What follows belongs to an exercise in optimizing a design on an open flow for small area, a short achievable clock period and few clock cycles per item; a production flow would make more cautious choices. Only simulation tests tie the RTL to the original design; equivalence was not proved. Power figures rest on the tool's default switching activity, not on a simulated workload.

== run 1 ==
Design mem_responder, start of the top module:
module mem_responder #(
    parameter int DEPTH_WORDS = 64,
    parameter int LATENCY     = 2
) (
    input  logic        clk,
    input  logic        reset,
    input  logic        req_valid,
    output logic        req_ready,
    input  logic        req_write,
    input  logic [1:0]  req_size,
    input  logic [31:0] req_addr,
    input  logic [31:0] req_wdata,
    output logic        resp_valid,
    output logic [31:0] resp_rdata,
    output logic        resp_error
);
    localparam int AW = $clog2(DEPTH_WORDS);
    localparam int NG = (DEPTH_WORDS + 2) / 3;    
    assign req_ready = !reset;
    logic        in_err;
    logic [3:0]  in_lane;    
    logic [31:0] in_wword;
    logic [3:0]  in_sel0;    
    logic [1:0]  in_sel1;    
    logic        in_sel2;    
    logic [3:0]  in_be_n;    
    assign in_err = (req_size == 2'b11)
                  || (req_size == 2'b01 && req_addr[0])
                  || (req_size == 2'b00 && req_addr[1:0] != 2'b00)
                  || (req_addr[31:8] != 24'd0);
    always_comb begin
        in_lane  = 4'b0000;
        in_wword = {4{req_wdata[7:0]}};
        in_sel0  = 4'b0000;
        in_sel1  = 2'b00;
        in_sel2  = 1'b0;
        case (req_size)
            2'b00: begin
                in_lane  = 4'b1111;
                in_wword = req_wdata;
                in_sel0  = 4'b0001;
                in_sel1  = 2'b01;
                in_sel2  = 1'b1;
            end
            2'b01: begin
                in_lane  = req_addr[1] ? 4'b0011 : 4'b1100;
  ...
For scale: about 110 I/O pins, ~0.076 sq mm of cells after synthesis.
==> flow/config.mk <==
export PLATFORM = sky130hd
export DESIGN_NAME = mem_responder
export DESIGN_NICKNAME = mem_responder
export VERILOG_FILES = /design/flow/design.v
export SDC_FILE = /design/flow/constraint.sdc
export NUM_CORES = 4
export LEC_CHECK = 0
export CAP_MARGIN = 20
export CORE_MARGIN = 2
export CORE_UTILIZATION = 40
export CTS_BUF_LIST = sky130_fd_sc_hd__clkbuf_16
export CTS_CLUSTER_DIAMETER = 100
export CTS_CLUSTER_SIZE = 28
export SETUP_SLACK_MARGIN = 3.5
export SLEW_MARGIN = 20
export SYNTH_HIERARCHICAL = 1
==> flow/constraint.sdc <==
create_clock -name core_clock -period 6.0 [get_ports {clk}]
set_input_delay 1.2000 -clock core_clock [delete_from_list [all_inputs] [get_ports {clk}]]
set_output_delay 1.2000 -clock core_clock [all_outputs]
set_load 0.01 [all_outputs]
standard.sh (not shown) runs the stock make flow with config.mk's settings and CLKGATE_MAP_FILE= SYNTH_SCRIPT=/design/flow/synth_recipe.tcl, a recipe that flattens the netlist after the stock synthesis.
==> flow/flow/run.sh <==
#!/bin/bash
# The standard layout (standard.sh, the standard flow's own ORFS run) with these changes:
#   - port buffers are sky130_fd_sc_hd__buf_1 (the resizer upsizes them where timing needs it)
#     instead of the clkdlybuf4s50_1 delay cells buffer_ports picks by default;
#   - clock tree synthesis inserts no dummy loads;
#   - the resizer may change a cell's footprint when it resizes it;
#   - the reset and req_ready pins are placed side by side (req_ready = !reset is a path
#     from one port straight to the other).
# Every tool's output is in orfs/logs/ (one log per step) and the make output in standard.log.
set -euo pipefail
bash standard.sh \
  "BUFFER_PORTS_ARGS=-buffer_cell sky130_fd_sc_hd__buf_1" \
  "CTS_ARGS=-sink_clustering_enable -repair_clock_nets -sink_clustering_size 28 -sink_clustering_max_diameter 100 -buf_list sky130_fd_sc_hd__clkbuf_16 -dont_use_dummy_load" \
  MATCH_CELL_FOOTPRINT=0 \
  "PLACE_PINS_ARGS=-group_pins {reset req_ready}" \
  finish > standard.log 2>&1
Testbench counts of run 1, summed over its fixed seeds: cycles 9,624, items 9,600.
The following lists how run 2 was set up differently from run 1:
# run 1
export LEC_CHECK = 0
export CAP_MARGIN = 20
export CORE_MARGIN = 2
export CORE_UTILIZATION = 40
export CTS_BUF_LIST = sky130_fd_sc_hd__clkbuf_16
export CTS_CLUSTER_DIAMETER = 100
export CTS_CLUSTER_SIZE = 28
export SETUP_SLACK_MARGIN = 3.5
export SLEW_MARGIN = 20
export SYNTH_HIERARCHICAL = 1
create_clock -name core_clock -period 6.0 [get_ports {clk}]
# run 2
export LEC_CHECK = 0
export CAP_MARGIN = 20
export CORE_MARGIN = 2
export CORE_UTILIZATION = 40
export CTS_BUF_LIST = sky130_fd_sc_hd__clkbuf_16
export CTS_CLUSTER_DIAMETER = 100
export CTS_CLUSTER_SIZE = 28
export SETUP_SLACK_MARGIN = 3.65
export SLEW_MARGIN = 20
export SYNTH_HIERARCHICAL = 1
create_clock -name core_clock -period 6.0 [get_ports {clk}]
==> comparison <==
Every stage of the flow completed for run 2, and the final layout passed the timing, design-rule and antenna checks. Run 2 -> run 1: clock share of power flat. Total design power: run 2 vs run 1 — no meaningful difference. The run showing the smaller non-clock buffer contribution to total cell area is run 1. From run 2 to run 1, total number of cells along the worst setup path did not move at all. ~same final worst setup slack in run 1 and run 2. | length in cells of the worst reg-to-reg path | run 2 vs run 1 | 1 higher |. Run 1 has higher final weighted congestion in routability-driven placement than run 2.
The inputs of run 3 differ from those of run 2 as listed below.
# run 2
export LEC_CHECK = 0
export CAP_MARGIN = 20
export CORE_MARGIN = 2
export CORE_UTILIZATION = 40
export CTS_BUF_LIST = sky130_fd_sc_hd__clkbuf_16
export CTS_CLUSTER_DIAMETER = 100
export CTS_CLUSTER_SIZE = 28
export SETUP_SLACK_MARGIN = 3.65
export SLEW_MARGIN = 20
export SYNTH_HIERARCHICAL = 1
create_clock -name core_clock -period 6.0 [get_ports {clk}]
# run 3
export LEC_CHECK = 0
export CAP_MARGIN = 20
export CORE_MARGIN = 2
export CORE_UTILIZATION = 40
export CTS_BUF_LIST = sky130_fd_sc_hd__clkbuf_16
export CTS_CLUSTER_DIAMETER = 100
export CTS_CLUSTER_SIZE = 28
export SETUP_SLACK_MARGIN = 3.5
export SLEW_MARGIN = 20
export SYNTH_HIERARCHICAL = 1
create_clock -name core_clock -period 6.0 [get_ports {clk}]
==> flow/flow/run.sh <==
#!/bin/bash
# The standard layout (standard.sh, the standard flow's own ORFS run) with three changes:
#   - port buffers are sky130_fd_sc_hd__buf_1 (the resizer upsizes them where timing needs it)
#     instead of the clkdlybuf4s50_1 delay cells buffer_ports picks by default;
#   - clock tree synthesis inserts no dummy loads;
#   - the resizer may change a cell's footprint when it resizes it.
# Every tool's output is in orfs/logs/ (one log per step) and the make output in standard.log.
set -euo pipefail
bash standard.sh \
  "BUFFER_PORTS_ARGS=-buffer_cell sky130_fd_sc_hd__buf_1" \
  "CTS_ARGS=-sink_clustering_enable -repair_clock_nets -sink_clustering_size 28 -sink_clustering_max_diameter 100 -buf_list sky130_fd_sc_hd__clkbuf_16 -dont_use_dummy_load" \
  MATCH_CELL_FOOTPRINT=0 \
  finish > standard.log 2>&1
Taking run 2 as the reference, in run 3 via count normalized by instance count down 0.71%, design area shrank by 0.41%. Delta (run 3 minus run 2): vias after detailed routing shows a reduction of 267, clock power level, number of non-clock buffers in the layout fell 7, worst setup slack after layout was more or less identical, instance count on the critical path about even. Compared with run 2, run 3 shows reg-to-reg setup timing slack lower by 0.15 ns. As far as total routed wirelength is concerned, run 2 and run 3 perform about the same.
Modified inputs, run 4 compared to run 3
# run 3
export LEC_CHECK = 0
export CAP_MARGIN = 20
export CORE_MARGIN = 2
export CORE_UTILIZATION = 40
export CTS_BUF_LIST = sky130_fd_sc_hd__clkbuf_16
export CTS_CLUSTER_DIAMETER = 100
export CTS_CLUSTER_SIZE = 28
export SETUP_SLACK_MARGIN = 3.5
export SLEW_MARGIN = 20
export SYNTH_HIERARCHICAL = 1
create_clock -name core_clock -period 6.0 [get_ports {clk}]
# run 4
export LEC_CHECK = 0
export CAP_MARGIN = 20
export CORE_MARGIN = 2
export CORE_UTILIZATION = 40
export CTS_BUF_LIST = sky130_fd_sc_hd__clkbuf_16
export CTS_CLUSTER_DIAMETER = 100
export CTS_CLUSTER_SIZE = 28
export SETUP_SLACK_MARGIN = 3.42
export SLEW_MARGIN = 20
export SYNTH_HIERARCHICAL = 1
create_clock -name core_clock -period 6.0 [get_ports {clk}]
Notes after the runs:
Looking at via density per instance, run 4 sits 0.31% above run 3.
Compared run 3 against run 4; post-route cell area within noise.
In terms of global-route usage, run 3 and run 4 differ only marginally.
Run 3 -> run 4: largest net degree at the start of global routing delta 0, exact match

==> what the ideal ports hide <==
The flow's constraints put no driver on any port. The routed layouts listed below were extracted and timed again, unchanged, in two steps.
Step 1: set_driving_cell puts a clkbuf_16 on clk and a buf_2 on each other input, an assumption about the parent block.
Step 2 times the ports against the registers' clock, not the clock port: input delays grow and output delays shrink by t, the midpoint of the rising clock arrivals with the driver on.
Three values: ideal ports, drivers, drivers and shift; two values: the first two.
| run | shift t [ns] | setup slack, ns | worst hold slack (ns) |
|---|---|---|---|
| run 1 | 0.792 | 3.380 / 3.329 / 2.891 | 0.338 / 0.338 / 0.338 |
| run 2 | 0.815 | 3.381 / 3.342 / 2.950 | 0.339 / 0.339 / 0.339 |
| run 3 | 0.792 | 3.380 / 3.329 / 2.891 | 0.338 / 0.338 / 0.338 |
| run 4 | 0.796 | 3.380 / 3.329 / 2.886 | 0.338 / 0.338 / 0.338 |
After both steps every run listed still meets setup and hold. The setup slack of run 4, which loses most, moves by -0.051 ns with the drivers and by -0.494 ns with both steps.
